This is an optimization exercise on Yosys and OpenROAD, whose aim is small area, a short achievable clock period and few clock cycles per item, not a production implementation.
The RTL was checked by simulation tests, not by an equivalence proof against the original design.
No activity file was given, so power comes from the tool's default toggle rates.

===== constraint.sdc =====
create_clock -name core_clock -period 6.5 [get_ports {clk}]
set_input_delay 1.3000 -clock core_clock [delete_from_list [all_inputs] [get_ports {clk}]]
set_output_delay 1.3000 -clock core_clock [all_outputs]
set_load 0.01 [all_outputs]

===== config.mk =====
export PLATFORM = sky130hd
export DESIGN_NAME = break_reminder_timer
export DESIGN_NICKNAME = break_reminder_timer
export VERILOG_FILES = /design/flow/design.v
export SDC_FILE = /design/flow/constraint.sdc
export NUM_CORES = 4
export LEC_CHECK = 0
export CAP_MARGIN = 20
export CORE_MARGIN = 2
export CORE_UTILIZATION = 40
export SLEW_MARGIN = 20

===== run.sh =====
#!/bin/bash
# synth_recipe.tcl (not shown) runs the flow's synth.tcl, then flattens the netlist and writes it again
# the make line also repeats each setting of config.mk as NAME=value (left out here)
make -C /OpenROAD-flow-scripts/flow DESIGN_CONFIG=/design/flow/config.mk WORK_HOME=/design/flow/orfs CLKGATE_MAP_FILE= SYNTH_SCRIPT=/design/flow/synth_recipe.tcl finish

===== design.v =====
package brt_pkg;
  localparam logic [15:0] SEC_PER_MIN     = 16'd60;
  localparam logic [15:0] RESET_COUNTDOWN = 16'd1200;
  localparam int          CFG_IDX_W       = 3;
  localparam int          CFG_DATA_W      = 22;
  localparam int          IN_TDATA_W      = 40;
  localparam int          OUT_TDATA_W     = 32;
  typedef enum logic [1:0] {
    PH_WORK  = 2'd0,
    PH_BREAK = 2'd1,
    PH_HOLD  = 2'd2,
    PH_GRACE = 2'd3
  } phase_t;
  typedef enum logic [2:0] {
    EV_NONE  = 3'd0,
    EV_START = 3'd1,
    EV_END   = 3'd2,
    EV_SKIP  = 3'd3,
    EV_WARN  = 3'd4
  } event_t;
  typedef enum logic [2:0] {
    REQ_TICK     = 3'd0,
    REQ_PAUSE    = 3'd1,
    REQ_SKIP     = 3'd2,
    REQ_BREAKNOW = 3'd3,
    REQ_CLAMP    = 3'd4,
    REQ_IVL_CHG  = 3'd5
  } req_t;
  typedef enum logic [CFG_IDX_W-1:0] {
    CFG_INTERVAL  = 3'd0,
    CFG_BREAK     = 3'd1,
    CFG_WARN      = 3'd2,
    CFG_IDLE      = 3'd3,
    CFG_MAX_HOLD  = 3'd4,
    CFG_GRACE     = 3'd5,
    CFG_MODE      = 3'd6,
    CFG_WINDOW    = 3'd7
  } cfg_idx_t;
  typedef struct packed {
    logic [9:0]  interval_min;
    logic [15:0] break_secs;
    logic [15:0] warn_level;
    logic [7:0]  idle_min;
    logic [7:0]  max_hold_min;
    logic [7:0]  grace_min;
    logic [8:0]  mode_bits;
    logic [21:0] work_window;
  } cfg_t;
  typedef struct packed {
    logic [2:0]  req_type;
    logic [15:0] idle_seconds;
    logic [3:0]  busy_reason;
    logic [2:0]  day_of_week;
    logic [10:0] minute_of_day;
  } item_t;
  typedef struct packed {
    phase_t      phase;
    logic [15:0] countdown;
    logic [15:0] hold_count;
    logic [3:0]  reason;
    logic        paused;
  } state_t;
  typedef struct packed {
    phase_t      phase;
    logic [15:0] seconds_left;
    logic        is_paused;
    logic [3:0]  hold_reason;
    event_t      event_code;
  } result_t;
  localparam cfg_t CFG_RESET = {10'd20, 16'd20, 16'd0, 8'd0, 8'd10, 8'd0, 9'd0, 22'd0};
  localparam state_t STATE_RESET = {PH_WORK, RESET_COUNTDOWN, 16'd0, 4'd0, 1'b0};
endpackage
module brt_cfg_regs (
  input  logic        clk,
  input  logic        rst_n,
  input  logic        wr_en,
  input  logic [2:0]  wr_index,
  input  logic [21:0] wr_data,
  output logic [13:0] ivl15,        
  output logic [15:0] break_secs,
  output logic [15:0] warn_level,
  output logic [7:0]  idle_min,
  output logic [7:0]  max_hold_min,
  output logic [7:0]  grace_min,
  output logic [8:0]  mode_bits,
  output logic [21:0] work_window
);
  logic [13:0] wr_ivl15;
  assign wr_ivl15 = {wr_data[9:0], 4'd0} - {4'd0, wr_data[9:0]};
  always_ff @(posedge clk) begin
    if (!rst_n) begin
      ivl15        <= 14'd300;
      break_secs   <= 16'd20;
      warn_level   <= 16'd0;
      idle_min     <= 8'd0;
      max_hold_min <= 8'd10;
      grace_min    <= 8'd0;
      mode_bits    <= 9'd0;
      work_window  <= 22'd0;
    end else if (wr_en) begin
      case (wr_index)
        3'd0: ivl15        <= wr_ivl15;
        3'd1: break_secs   <= wr_data[15:0];
        3'd2: warn_level   <= wr_data[15:0];
        3'd3: idle_min     <= wr_data[7:0];
        3'd4: max_hold_min <= wr_data[7:0];
        3'd5: grace_min    <= wr_data[7:0];
        3'd6: mode_bits    <= wr_data[8:0];
        default: work_window <= wr_data[21:0];
      endcase
    end
  end
endmodule
module brt_step (
  input  logic [13:0] ivl15,
  input  logic [15:0] break_secs,
  input  logic [15:0] warn_level,
  input  logic [7:0]  max_hold_min,
  input  logic [7:0]  grace_min,
  input  logic        smart,
  input  logic [2:0]  req,
  input  logic        idle_hit,
  input  logic        in_hours,
  input  logic [3:0]  busy,
  input  logic [1:0]  phase,
  input  logic [15:0] cd,
  input  logic [7:0]  hm,
  input  logic [5:0]  hs,
  input  logic [3:0]  reason,
  input  logic        paused,
  output logic [1:0]  n_phase,
  output logic [15:0] n_cd,
  output logic        n_hclr,      
  output logic        n_hinc,      
  output logic [3:0]  n_reason,
  output logic        n_paused,
  output logic [2:0]  n_ev
);
  localparam logic [1:0] PH_WORK = 2'd0, PH_BREAK = 2'd1, PH_HOLD = 2'd2, PH_GRACE = 2'd3;
  localparam logic [2:0] EV_NONE = 3'd0, EV_START = 3'd1, EV_END = 3'd2, EV_SKIP = 3'd3,
                         EV_WARN = 3'd4;
  logic [15:0] ivl_secs;
  logic [15:0] grace_secs;
  logic [15:0] cd_dec;
  logic        warn_hit;
  logic [7:0]  hm_inc;
  logic        hold_over;
  logic [3:0]  smart_busy;
  assign ivl_secs   = {ivl15, 2'b00};
  assign grace_secs = 16'({8'd0, grace_min} * 16'd60);
  assign smart_busy = smart ? busy : 4'd0;
  assign cd_dec     = cd - 16'd1;
  assign warn_hit   = (warn_level != 16'd0) && (cd_dec == warn_level);
  assign hm_inc     = hm + {7'd0, hs == 6'd59};
  assign hold_over  = hm_inc >= max_hold_min;
  always_comb begin
    n_phase  = phase;
    n_cd     = cd;
    n_reason = reason;
    n_paused = paused;
    n_ev     = EV_NONE;
    n_hclr   = (phase == PH_WORK);
    n_hinc   = 1'b0;
    case (req)
      3'd0: begin
        if (paused) begin
        end else if (phase == PH_BREAK) begin
          if (cd <= 16'd1) begin
            n_phase = PH_WORK; n_cd = ivl_secs; n_reason = 4'd0;
            n_ev = EV_END;
          end else begin
            n_cd = cd_dec;
          end
        end else if (idle_hit) begin
          n_phase = PH_WORK; n_cd = ivl_secs; n_reason = 4'd0;
        end else if (!in_hours) begin
        end else if (phase == PH_WORK) begin
          if (cd != 16'd0) begin
            n_cd = cd_dec;
            n_ev = warn_hit ? EV_WARN : EV_NONE;
          end else if (smart_busy != 4'd0) begin
            n_phase = PH_HOLD; n_reason = smart_busy;
          end else begin
            n_phase = PH_BREAK; n_cd = break_secs; n_reason = 4'd0;
            n_ev = EV_START;
          end
        end else begin
          n_hinc = 1'b1;
          if (hold_over) begin
            n_phase = PH_BREAK; n_cd = break_secs; n_reason = 4'd0;
            n_ev = EV_START;
          end else if (phase == PH_HOLD) begin
            n_reason = busy;
            if (busy == 4'd0) begin
              if (grace_min == 8'd0) begin
                n_phase = PH_BREAK; n_cd = break_secs; n_reason = 4'd0;
                n_ev = EV_START;
              end else begin
                n_phase = PH_GRACE; n_cd = grace_secs;
              end
            end
          end else if (smart_busy != 4'd0) begin
            n_phase = PH_HOLD; n_reason = smart_busy;
          end else if (cd <= 16'd1) begin
            n_phase = PH_BREAK; n_cd = break_secs; n_reason = 4'd0;
            n_ev = EV_START;
          end else begin
            n_reason = 4'd0; n_cd = cd_dec;
            n_ev = warn_hit ? EV_WARN : EV_NONE;
          end
        end
      end
      3'd1: n_paused = !paused;
      3'd2: begin
        n_ev = (phase == PH_BREAK) ? EV_SKIP : EV_NONE;
        n_phase = PH_WORK; n_cd = ivl_secs; n_reason = 4'd0;
      end
      3'd3: begin
        n_paused = 1'b0;
        if (phase != PH_BREAK) begin
          n_phase = PH_BREAK; n_cd = break_secs; n_reason = 4'd0;
          n_ev = EV_START;
        end
      end
      3'd4: if (phase == PH_WORK && cd > ivl_secs) n_cd = ivl_secs;
      3'd5: if (phase == PH_WORK) n_cd = ivl_secs;
      default: ;
    endcase
  end
endmodule
module break_reminder_timer (
  input  logic                            clk,
  input  logic                            rst_n,
  input  logic                            in_tvalid,
  output logic                            in_tready,
  input  logic [brt_pkg::IN_TDATA_W-1:0]  in_tdata,
  input  logic [2:0]                      in_tuser,
  output logic                            out_tvalid,
  input  logic                            out_tready,
  output logic [brt_pkg::OUT_TDATA_W-1:0] out_tdata,
  input  logic                            cfg_valid,
  output logic                            cfg_ready,
  input  logic [brt_pkg::CFG_IDX_W-1:0]   cfg_index,
  input  logic [brt_pkg::CFG_DATA_W-1:0]  cfg_data
);
  logic [13:0] ivl15;
  logic [15:0] break_secs;
  logic [15:0] warn_level;
  logic [7:0]  idle_min;
  logic [7:0]  max_hold_min;
  logic [7:0]  grace_min;
  logic [8:0]  mode_bits;
  logic [21:0] work_window;
  logic        s1_vld;
  logic [2:0]  s1_req;
  logic        s1_idle;
  logic        s1_inh;
  logic [3:0]  s1_busy;
  logic        out_vld;
  logic [1:0]  phase;
  logic [15:0] cd;
  logic [7:0]  hm;
  logic [5:0]  hs;
  logic [3:0]  reason;
  logic        paused;
  logic [2:0]  ev;
  logic [1:0]  n_phase;
  logic [15:0] n_cd;
  logic        n_hclr;
  logic        n_hinc;
  logic [3:0]  n_reason;
  logic        n_paused;
  logic [2:0]  n_ev;
  logic        adv;
  logic        take;
  assign cfg_ready = 1'b1;
  brt_cfg_regs u_cfg (
    .clk          (clk),
    .rst_n        (rst_n),
    .wr_en        (cfg_valid),
    .wr_index     (cfg_index),
    .wr_data      (cfg_data),
    .ivl15        (ivl15),
    .break_secs   (break_secs),
    .warn_level   (warn_level),
    .idle_min     (idle_min),
    .max_hold_min (max_hold_min),
    .grace_min    (grace_min),
    .mode_bits    (mode_bits),
    .work_window  (work_window)
  );
  logic [15:0] idle_secs;
  logic [2:0]  dow;
  logic [10:0] minute;
  logic [2:0]  day_bit;
  logic [10:0] win_from;
  logic [10:0] win_to;
  logic        win_hit;
  logic [15:0] idle_lim;
  logic        idle_hit;
  logic        in_hours;
  assign idle_secs = in_tdata[15:0];
  assign dow       = in_tdata[22:20];
  assign minute    = in_tdata[33:23];
  assign idle_lim  = 16'({8'd0, idle_min} * 16'd60);
  assign idle_hit  = (idle_min != 8'd0) && (idle_secs >= idle_lim);
  assign day_bit   = (dow == 3'd0 || dow == 3'd7) ? 3'd6 : dow - 3'd1;
  assign win_from  = work_window[10:0];
  assign win_to    = work_window[21:11];
  assign win_hit   = (win_from <= win_to)
                   ? (minute >= win_from && minute < win_to)
                   : (minute >= win_from || minute < win_to);
  assign in_hours  = !mode_bits[1] || (mode_bits[4'd2 + 4'(day_bit)] && win_hit);
  assign adv       = s1_vld && (!out_vld || out_tready);
  assign in_tready = !s1_vld || adv;
  assign take      = in_tready && in_tvalid;
  always_ff @(posedge clk) begin
    if (!rst_n) begin
      s1_vld <= 1'b0;
    end else if (in_tready) begin
      s1_vld <= in_tvalid;
    end
  end
  always_ff @(posedge clk) begin
    if (take) begin
      s1_req  <= in_tuser;
      s1_idle <= idle_hit;
      s1_inh  <= in_hours;
      s1_busy <= in_tdata[19:16];
    end
  end
  brt_step u_step (
    .ivl15        (ivl15),
    .break_secs   (break_secs),
    .warn_level   (warn_level),
    .max_hold_min (max_hold_min),
    .grace_min    (grace_min),
    .smart        (mode_bits[0]),
    .req          (s1_req),
    .idle_hit     (s1_idle),
    .in_hours     (s1_inh),
    .busy         (s1_busy),
    .phase        (phase),
    .cd           (cd),
    .hm           (hm),
    .hs           (hs),
    .reason       (reason),
    .paused       (paused),
    .n_phase      (n_phase),
    .n_cd         (n_cd),
    .n_hclr       (n_hclr),
    .n_hinc       (n_hinc),
    .n_reason     (n_reason),
    .n_paused     (n_paused),
    .n_ev         (n_ev)
  );
  always_ff @(posedge clk) begin
    if (!rst_n) begin
      out_vld <= 1'b0;
      phase   <= 2'd0;
      cd      <= brt_pkg::RESET_COUNTDOWN;
      reason  <= 4'd0;
      paused  <= 1'b0;
    end else if (adv) begin
      out_vld <= 1'b1;
      phase   <= n_phase;
      cd      <= n_cd;
      reason  <= n_reason;
      paused  <= n_paused;
    end else if (out_tready) begin
      out_vld <= 1'b0;
    end
  end
  always_ff @(posedge clk) begin
    if (adv) begin
      ev <= n_ev;
      if (n_hclr) begin
        hm <= 8'd0;
        hs <= 6'd0;
      end else if (n_hinc) begin
        if (hs == 6'd59) begin
          hm <= hm + 8'd1;
          hs <= 6'd0;
        end else begin
          hs <= hs + 6'd1;
        end
      end
    end
  end
  assign out_tvalid = out_vld;
  assign out_tdata  = {6'd0, ev, reason, paused, cd, phase};
endmodule

==> results.txt <==
-- cell families after synthesis --
kind of cell / count (synthesis)
AO/OA/AOI/OAI: 383
XOR/XNOR: 70
adder cells (fa/ha/maj): 147
buffers and inverters: 186
flip-flops: 152
multiplexers: 8
other: 2
AND/OR/NAND/NOR: 495
-- routing by layer --
| layer | vias up | GRT usage (%) | part of all wire [%] |
|---|---|---|---|
| li1 | 5228 | - | - |
| met1 | 5024 | 32.59 | 45 |
| met2 | 436 | 37.22 | 44 |
| met3 | 65 | 3.981 | 7.3 |
| met4 | 0 | 8.789 | 3.1 |
| met5 | - | 0 | 0 |
-- flip-flops by register name (all words and copies together), names as in the netlist, 2 cells and up --
register / flops
u_cfg.work_window: 22
cd: 16
u_cfg.break_secs: 16
u_cfg.warn_level: 16
u_cfg.ivl15: 14
u_cfg.mode_bits: 9
hm: 8
u_cfg.grace_min: 8
u_cfg.idle_min: 8
u_cfg.max_hold_min: 8
hs: 6
reason: 4
s1_busy: 4
ev: 3
s1_req: 3
phase: 2
-- critical path: cells and delay by family, from the launching register on --
family	cells	cell delay, ns
buffers and inverters	2	0.17
DFF	1	0.40
adders and majority gates	4	1.65
and+or+nand+nor	3	0.62
AOI/OAI and AO/OA	7	0.97
xor gates and xnor gates	1	0.18
-- through the flow --
| stage | util [%] | total power (W) | instances | hold WS (ns) | setup WS, ns |
|---|---|---|---|---|---|
| global placement | 44.77 | 0.001601 | 1865 | 0.4372 | 2.315 |
| CTS | 46.86 | 0.002626 | 1897 | 0.4538 | 2.182 |
| finish | 46.90 | 0.002616 | 1898 | 0.4538 | 2.223 |
| detailed placement | 44.77 | 0.001607 | 1865 | 0.4466 | 2.243 |
| floorplan | - | 0.001405 | 1448 | 0.4315 | 2.699 |
| global route | 46.90 | 0.002724 | 1898 | 0.4777 | 1.812 |
-- area by class of cell --
| type | instances | area [um2] |
|---|---|---|
| sequential | 152 | 3303 |
| tap | 384 | 480.5 |
| clock inverter | 13 | 133.9 |
| fill | 2861 | 15160 |
| clock buffer | 19 | 464.2 |
| timing repair buffer | 109 | 1057 |
| inverter | 111 | 417.9 |
| multi-input combinational | 1110 | 7532 |
-- Yosys cell counts, types with 5 or more instances --
cell       count  area [um2]
nand2_1      241       904.6
a21oi_1      145       725.7
dfxtp_1      126        2522
ha_1         120        1501
inv_1        110       412.9
nor2_1        80       300.3
clkbuf_1      62       232.7
o21ai_0       56       280.3
xnor2_1       41       359.1
nand3_1       39       195.2
xor2_1        29       254.0
edfxtp_1      26       780.8
fa_1          26       520.5
nor3_1        24       120.1
a31oi_1       19       118.9
nand2b_1      16       100.1
nand4_1       16       100.1
o211ai_1      14       105.1
a211oi_1      13       97.59
nor2b_1       13       81.33
a21o_1        12       90.09
a22oi_1       12       90.09
nor4_1        12       75.07
or3_1         11       68.82
o21ai_1       10       50.05
a221o_1        9       90.09
a221oi_1       9       78.83
or4_1          9       67.56
buf_4          8       60.06
o22ai_1        8       50.05
o31ai_1        7       52.55
and3_1         6       37.54
o221ai_1       6       52.55
a211o_1        5       43.79
a21boi_0       5       37.54
mux2i_1        5       50.05
o2111ai_1      5       43.79
-- power by group through the flow --
| stage | Combinational (W) | Sequential (W) | Clock (W) |
|---|---|---|---|
| floorplan | 0.000360 | 0.00104 | 0 |
| global placement | 0.000539 | 0.00106 | 0 |
| detailed placement | 0.000545 | 0.00106 | 0 |
| CTS | 0.000548 | 0.00104 | 0.00104 |
| global route | 0.000610 | 0.00105 | 0.00107 |
| finish | 0.000553 | 0.00104 | 0.00102 |
-- worst min-delay path by stage --
stage	from	endpoint	slack (ns)	cells after the start
final	reason[0]$_SDFFE_PN0P_	reason[0]$_SDFFE_PN0P_	0.45	2
after global routing	u_cfg.mode_bits[7]$_SDFFE_PN0P_	u_cfg.mode_bits[7]$_SDFFE_PN0P_	0.48	2
after CTS	reason[1]$_SDFFE_PN0P_	reason[1]$_SDFFE_PN0P_	0.45	2
after detailed placement	reason[1]$_SDFFE_PN0P_	reason[1]$_SDFFE_PN0P_	0.45	2
after global placement	u_cfg.mode_bits[8]$_SDFFE_PN0P_	u_cfg.mode_bits[8]$_SDFFE_PN0P_	0.44	2
after floorplan	u_cfg.mode_bits[8]$_SDFFE_PN0P_	u_cfg.mode_bits[8]$_SDFFE_PN0P_	0.43	2
-- cell usage in the layout, fill, tap and decap left out, drive strengths merged, types with 7 or more instances in the layout --
cell type and instances:
o22ai 9, clkdlybuf4s50 94, xor2 29, nor2b 13
a211oi 13, nand4 16, edfxtp 26, or4 11
inv 117, o211ai 15, conb 7, buf 15
o21ai 67, ha 120, a31oi 19, nand3 40
xnor2 41, nor2 81, a21oi 146, a21o 12
dfxtp 126, a221o 9, clkbuf 19, or3 11
a22oi 12, fa 26, nand2 243, a221oi 9
nor4 14, o31ai 7, nor3 24, nand2b 16
==> metrics.md <==
| Metric | Value |
|---|---|
| Post-CTS resize count | `0` |
| Worst setup EP type | `flip-flop` |
| RSZ-0062 raised after global routing | `false` |
| Antenna viol nets, final | `0` |
| FF-to-FF path depth | `17` |
| Relative slew margins | `31.75%` |
| First-pass GRT wire length | `56350 um` |
| Setup Skew | `0.01281 ns` |
| Via density | `5.665` |
| Maximum vdd drop | `0.0001739 V` |
| H-tree levels | `4` |
| WL final | `35980 um` |
| Largest net degree at the start of global routing | `64` |
| Worst-path clk slew | `0.07 ns` |
| Clock Latency Late Sink | `0.43 ns` |
| Longest Clk Path Bufs | `2` |
| Total congestion overflow | `0` |
| RD Place Congestion | `0.9839` |
| Die Span X | `174.0 um` |
| Vias | `10750` |
| Drt pass-1 iters | `5` |
| Worst min path class | `flip-flop to flip-flop` |
| DRC errors left | `0` |
| Antenna violations before repair | `0` |
| Slack of the worst reg-to-reg path | `2.22 ns` |
| Post-CTS setup buffer count | `0` |
| Power density cells | `195.4 mW/mm2` |
| Crit-path slowest cell | `fa_1` |
| Switching power | `0.0008262 W` |
| Startpoint types | `flip-flop` |
| Die area | `0.03028 mm2` |
| Count of flip-flops with a built-in enable after synthesis | `26` |
| Post-DP HPWL | `27130 um` |
| Least-Margin Pin Slew | `1.020 ns` |
| YS warnings | `3` |
| All-Layer GR Usage | `23.66%` |
| Worst setup path endpoint | `s1_idle$_DFFE_PP_` |
| Synth Instances | `1443` |
| Worst path arrival time | `4.44 ns` |
| Drt wl/cell | `18.96 um` |
| XOR/XNOR Fraction of Synth Area | `5.303%` |
| CTS Hold Bufs | `0` |
| Seq pwr share | `39.9%` |
| Synth Register Bits | `152` |
| Vias in the first global route | `10070` |
| Final hold violation count | `0` |
| Die H | `174.0 um` |
| Tmin final | `4.277 ns` |
| TritonCTS clock tree | `built` |
| Starting Density | `40.50%` |
| Ys async rst share | `0%` |
| Reg2reg start | `u_cfg.idle_min[2]$_SDFFE_PN0P_` |
| Post-synthesis mux area share | `0.8225%` |
| Clock power share | `39.0%` |
| CTS Root Cell | `clkbuf_16` |
| Leakage power | `5.113 nW` |
| Largest family of logic cells by synthesized area | `compound AO/OA/AOI/OAI gates` |
| Setup-failing EPs final | `0` |
| Synth Area in Simple Gates | `19.90%` |
| Cts bufs inserted | `17` |
| Crit Path Max Fanout | `4` |
| Peak Freq | `0.2338 GHz` |
| Row count | `62` |
| Logic pwr share | `21.2%` |
| Synth Area in Compound Gates | `21.26%` |
| Post-synthesis cell type count | `85` |
| Status | `finished clean` |
| Clk sinks | `152` |
| Sequential fraction of the synthesis area | `28.57%` |
| Diode count | `0` |
| Max-slew violations | `0` |
| Switching Share | `31.58%` |
| Internal cell power | `0.001790 W` |
| Nets | `1720` |
| Crit. Startpoint | `u_cfg.idle_min[2]$_SDFFE_PN0P_` |
| Placed cell areas | `0.01278 mm2` |
| Max Cap Viol | `0` |
| Top FF cell, synth | `dfxtp_1` |
| Crit path required time | `6.67 ns` |
| Critical-path cell list | `inv_1, fa_1, fa_1, inv_1, ha_1, a21oi_1, o21ai_0, a21oi_1, o21ai_0, xnor2_1, ha_1, a21oi_1, nor2b_1, o21ai_0, nand2_1, a311oi_1, nor3_1` |
| Post-route cell area | `0.01339 mm2` |
| Final Cycle Share | `65.79%` |
| Io pins | `108` |
| Post-Synth Adder-Cell Area | `17.58%` |
| Crit path kind | `flip-flop to flip-flop` |
| IO buf count | `94` |
| Setup TNS | `0 ns` |
| DRT iter0 DRCs | `873` |
| Syn Std Cell Area | `0.01156 mm2` |
| Crit-path max cell delay | `0.52 ns` |
| Fraction of layout cells with a size suffix above 1 | `4.888%` |
| Avg Synthesized Cell Area | `8.012 um2` |
| Core area | `0.02855 mm2` |
| Area Overhead vs Synth | `15.81%` |
| Worst R2R End | `s1_idle$_DFFE_PP_` |
Testbench counts, summed over its fixed seeds: cycles 48,096, items 48,000.

what the ideal ports hide:
How much do the figures lean on ideal ports? The routed layout below was timed once more, with nothing changed but the port constraints. Step 1, drivers: a clkbuf_16 drives clk and a buf_2 each remaining input, both assumed. Step 2 moves the port delays by t, midway between the first and last clock arrival at a register: inputs arrive t later, outputs are due t later. That takes back most of the time a late clock gives input paths. Slacks: ideal / step 1 / step 2; pairs: ideal / step 1.
t (ns): 0.472
setup WS [ns]: 2.223 / 2.223 / 2.223
latest minus earliest clock arrival (ns): 0.013 / 0.013
worst register clock-pin slew, ns: 0.07 / 0.07
After both steps setup and hold are still met in this run. The setup slack of this run moves by 0.000 ns with the drivers and by 0.000 ns with both steps.
